This design comes from an exercise in tuning for small area on the open sky130 flow, not from production work. In this exercise RTL edits were held to simulation tests only and were not proved equivalent to the original. Power and IR drop assume default switching activity. The flow treats the clock pin as an ideal source, which a real chip does not have.

## minhash_scheduler
module minhash_scheduler #(
   parameter int NUM_HASH = minhash_pkg::NUM_HASH,
   parameter int COEF_W   = minhash_pkg::COEF_W
) (
   input  logic                          clk,
   input  logic                          rstN,
   input  logic                          start,
   input  logic                          coefWrEn,
   input  logic [4:0]                    coefWrAddr,
   input  logic [COEF_W-1:0]             coefWrA,
   input  logic [COEF_W-1:0]             coefWrB,
   output logic [COEF_W-1:0]             randA,
   output logic [COEF_W-1:0]             randB,
   output logic                          hashValid,
   input  logic                          dpReady,
   input  logic                          matchValid,
   input  logic                          matchBit,
   output logic                          busy,
   output logic                          done,
   output logic [minhash_pkg::SIM_W-1:0] jaccardSimilarity
);
Settings: LEC_CHECK=0, CAP_MARGIN=20, CORE_MARGIN=2, CORE_UTILIZATION=40, PLACE_DENSITY=0.8, SLEW_MARGIN=20; clock period 5.0 ns.
standard.sh (not shown) runs the stock make flow with config.mk's settings and CLKGATE_MAP_FILE= SYNTH_SCRIPT=/design/flow/synth_recipe.tcl, a recipe that flattens the netlist after the stock synthesis.
==> flow/flow/run.sh <==
#!/bin/bash
# Standard layout with three changes:
#  - synthesis maps logic with an area-recovering ABC script (flow/area.abc)
#    instead of ORFS's speed script; everything else in the synthesis,
#    including synth_recipe.tcl's flatten and rename, is unchanged;
#  - the port buffers are the smallest buffer (sky130_fd_sc_hd__buf_1);
#  - the clock tree uses larger sink clusters without dummy loads.
set -euo pipefail
W=$(pwd)
sed 's#log_cmd abc {\*}$abc_args#log_cmd abc {*}[lreplace $abc_args 1 1 '"$W"'/flow/area.abc]#' \
  "$FLOW_HOME/scripts/synth.tcl" > "$W/flow_synth.tcl"
grep -q 'flow/area.abc' "$W/flow_synth.tcl"
sed "s#\$::env(SCRIPTS_DIR)/synth.tcl#$W/flow_synth.tcl#" synth_recipe.tcl > "$W/flow_synth_recipe.tcl"
grep -q 'flow_synth.tcl' "$W/flow_synth_recipe.tcl"
bash standard.sh \
  SYNTH_SCRIPT="$W/flow_synth_recipe.tcl" \
  BUFFER_PORTS_ARGS="-buffer_cell sky130_fd_sc_hd__buf_1" \
  CTS_ARGS="-sink_clustering_enable -repair_clock_nets -buf_list sky130_fd_sc_hd__clkbuf_16 -sink_clustering_size 30 -sink_clustering_max_diameter 100 -dont_use_dummy_load" \
  finish > standard_flow.log 2>&1
==> flow/flow/area.abc <==
&get -n
&st
&syn2
&dch
&nf -R 1000
&put
The starting point finished clean.
Then changed:
--- a/flow/flow/run.sh
+++ b/flow/flow/run.sh
@@ -17,3 +17,3 @@
   BUFFER_PORTS_ARGS="-buffer_cell sky130_fd_sc_hd__buf_1" \
-  CTS_ARGS="-sink_clustering_enable -repair_clock_nets -buf_list sky130_fd_sc_hd__clkbuf_16 -sink_clustering_size 30 -sink_clustering_max_diameter 100 -dont_use_dummy_load" \
+  CTS_ARGS="-sink_clustering_enable -repair_clock_nets -buf_list sky130_fd_sc_hd__clkbuf_16 -sink_clustering_size 34 -sink_clustering_max_diameter 90 -dont_use_dummy_load" \
   finish > standard_flow.log 2>&1
--- a/flow/config.mk
+++ b/flow/config.mk
@@ -9,3 +9,3 @@
 export CORE_MARGIN = 2
-export CORE_UTILIZATION = 40
+export CORE_UTILIZATION = 60
 export PLACE_DENSITY = 0.8
After rerunning: Synthesized area does not change. Die area went down by 33%. Cell area went down by 1.5%. Setup slack gets worse by 86 ps. Via count went up by 1.0%.
Then changed:
--- a/flow/flow/run.sh
+++ b/flow/flow/run.sh
@@ -6,3 +6,4 @@
 #  - the port buffers are the smallest buffer (sky130_fd_sc_hd__buf_1);
-#  - the clock tree uses larger sink clusters without dummy loads.
+#  - the clock tree uses larger sink clusters without dummy loads;
+#  - placement-time repair may not use buf_8, buf_12 or buf_16.
 set -euo pipefail
@@ -18,2 +19,4 @@
   CTS_ARGS="-sink_clustering_enable -repair_clock_nets -buf_list sky130_fd_sc_hd__clkbuf_16 -sink_clustering_size 34 -sink_clustering_max_diameter 90 -dont_use_dummy_load" \
+  PRE_GLOBAL_PLACE_TCL="$W/flow/no_big_buf.tcl" \
+  PRE_RESIZE_TCL="$W/flow/no_big_buf.tcl" \
   finish > standard_flow.log 2>&1
==> flow/flow/no_big_buf.tcl (new file) <==
# Keep placement-time repair to the smaller buffers.
set_dont_use [get_lib_cells {sky130_fd_sc_hd__buf_8 sky130_fd_sc_hd__buf_12 sky130_fd_sc_hd__buf_16}]
--- a/flow/config.mk
+++ b/flow/config.mk
@@ -9,3 +9,3 @@
 export CORE_MARGIN = 2
-export CORE_UTILIZATION = 60
+export CORE_UTILIZATION = 40
 export PLACE_DENSITY = 0.8
=>
- die area went up by well over a third
- synthesized cell count is unchanged
- worst setup slack gets better by 130 ps
- worst hold slack gets worse by 8.4 ps
- non-clock buffer count went up by 47
- cell count went up by about a fifth
- synthesized area stays the same
- power went up slightly
- clock power went up by a few percent

* * *

Another version of the RTL of minhash_scheduler (not shown whole).
For scale: about 1900 cells after synthesis, roughly 150 I/O pins, ~38000 um^2 of cells after synthesis.
clock: 5.0 ns
lec_check: 0
cap_margin: 20
core_margin: 2
core_utilization: 40
slew_margin: 20
run.sh (not shown) runs the stock make flow with config.mk's settings and CLKGATE_MAP_FILE= SYNTH_SCRIPT=/design/flow/synth_recipe.tcl, a recipe that flattens the netlist after the stock synthesis.
Stock flow here: none of the scripts above is used.
Edit:
- CTS_BUF_LIST: unset -> sky130_fd_sc_hd__clkbuf_16
- CTS_CLUSTER_DIAMETER: unset -> 80
- CTS_CLUSTER_SIZE: unset -> 24
After rerunning: Setup slack is better by 0.077 ns; total power fell by about a fifth; sequential share of layout area went up by 2.8 points; register-to-register slack gets worse by 0.02 ns.
Edit:
- ABC_AREA: unset -> 1
- CORE_UTILIZATION: 40 -> 60
- CTS_BUF_LIST: sky130_fd_sc_hd__clkbuf_16 -> unset
- CTS_CLUSTER_DIAMETER: 80 -> unset
- CTS_CLUSTER_SIZE: 24 -> unset
After rerunning: Final area increases by 7.4%; worst setup slack improved by 0.36 ns; area after synthesis came out higher by 5.9%; power went up by 18%; routed wire length went up by 3.1%; combinational power hardly moves; synthesized cell count is higher by 69%; non-clock buffer count decreases by 16; clock-buffer cell count increases by 82; via count goes up by 27%.
Edit:
- ABC_AREA: 1 -> unset
- CTS_BUF_LIST: unset -> sky130_fd_sc_hd__clkbuf_8
- CTS_CLUSTER_DIAMETER: unset -> 50
- CTS_CLUSTER_SIZE: unset -> 16
Effect: Power goes down by 15%; core utilization is lower by 1.5 points; setup slack loses 0.39 ns; combinational power fell by about 3%; clock-buffer cell count drops by 46; area after synthesis shrinks by 5.5%; maximum frequency went down by 8.0%.
Edit:
==> flow/flow/run.sh (new file) <==
#!/bin/bash
# Standard layout, with two changes: the port buffers are the smallest buffer
# (sky130_fd_sc_hd__buf_1) and the clock tree uses larger sink clusters
# without dummy loads.
set -euo pipefail
bash standard.sh \
  BUFFER_PORTS_ARGS="-buffer_cell sky130_fd_sc_hd__buf_1" \
  CTS_ARGS="-sink_clustering_enable -repair_clock_nets -buf_list sky130_fd_sc_hd__clkbuf_16 -sink_clustering_size 30 -sink_clustering_max_diameter 100 -dont_use_dummy_load" \
  finish > standard_flow.log 2>&1
==> flow/standard.sh (new file) <==
#!/bin/bash
# synth_recipe.tcl (not shown) runs the flow's synth.tcl, then flattens the netlist and writes it again
# the make line also repeats each setting of config.mk as NAME=value (left out here)
make -C /OpenROAD-flow-scripts/flow DESIGN_CONFIG=/design/flow/config.mk WORK_HOME=/design/flow/orfs CLKGATE_MAP_FILE= SYNTH_SCRIPT=/design/flow/synth_recipe.tcl "${@:-finish}"
- CORE_UTILIZATION: 60 -> 40
- CTS_BUF_LIST: sky130_fd_sc_hd__clkbuf_8 -> unset
- CTS_CLUSTER_DIAMETER: 50 -> unset
- CTS_CLUSTER_SIZE: 16 -> unset
removed: flow/run.sh
Register-to-register slack is worse by 0.22 ns; clock-buffer cell count drops by 48; worst setup slack is better by 0.39 ns; critical path depth climbs by 1; routed wire length climbs by 4.3%; non-clock buffer count drops by 6.

afterwards: timing with drivers on the ports:
No port has a modelled driver above. Below, the same layouts with a new extraction and two added sets of constraints. Step 1 (the two cells are an assumption about what drives the block):
set clk [get_ports {clk}]
set_driving_cell -lib_cell sky130_fd_sc_hd__clkbuf_16 $clk
set_driving_cell -lib_cell sky130_fd_sc_hd__buf_2 [delete_from_list [all_inputs] $clk]
Step 2 times the ports against the registers' clock, not the clock port: input delays grow and output delays shrink by t, the midpoint of the rising clock arrivals with the driver on. a / b / c = no drivers / after step 1 / after step 2; a / b = the first two.
| run | shift t [ns] | setup slack, ns | pins driven straight from the clock port |
|---|---|---|---|
| the first run of note 1 | 0.641 | 0.551 / 0.489 / 1.130 | 1 |
| the second run of note 1 | 0.644 | 0.465 / 0.404 / 1.048 | 1 |
| the third run of note 1 | 0.637 | 0.594 / 0.534 / 0.812 | 1 |
| the first run of note 2 | 0.733 | 0.115 / 0.046 / 0.779 | 1 |
| the second run of note 2 | 0.714 | 0.192 / 0.124 / 0.838 | 1 |
| the third run of note 2 | 0.712 | 0.554 / 0.487 / 1.199 | 1 |
| the fourth run of note 2 | 0.755 | 0.166 / 0.103 / 0.858 | 1 |
| the fifth run of note 2 | 0.667 | 0.558 / 0.493 / 1.160 | 1 |
After both steps every run listed still meets setup and hold.
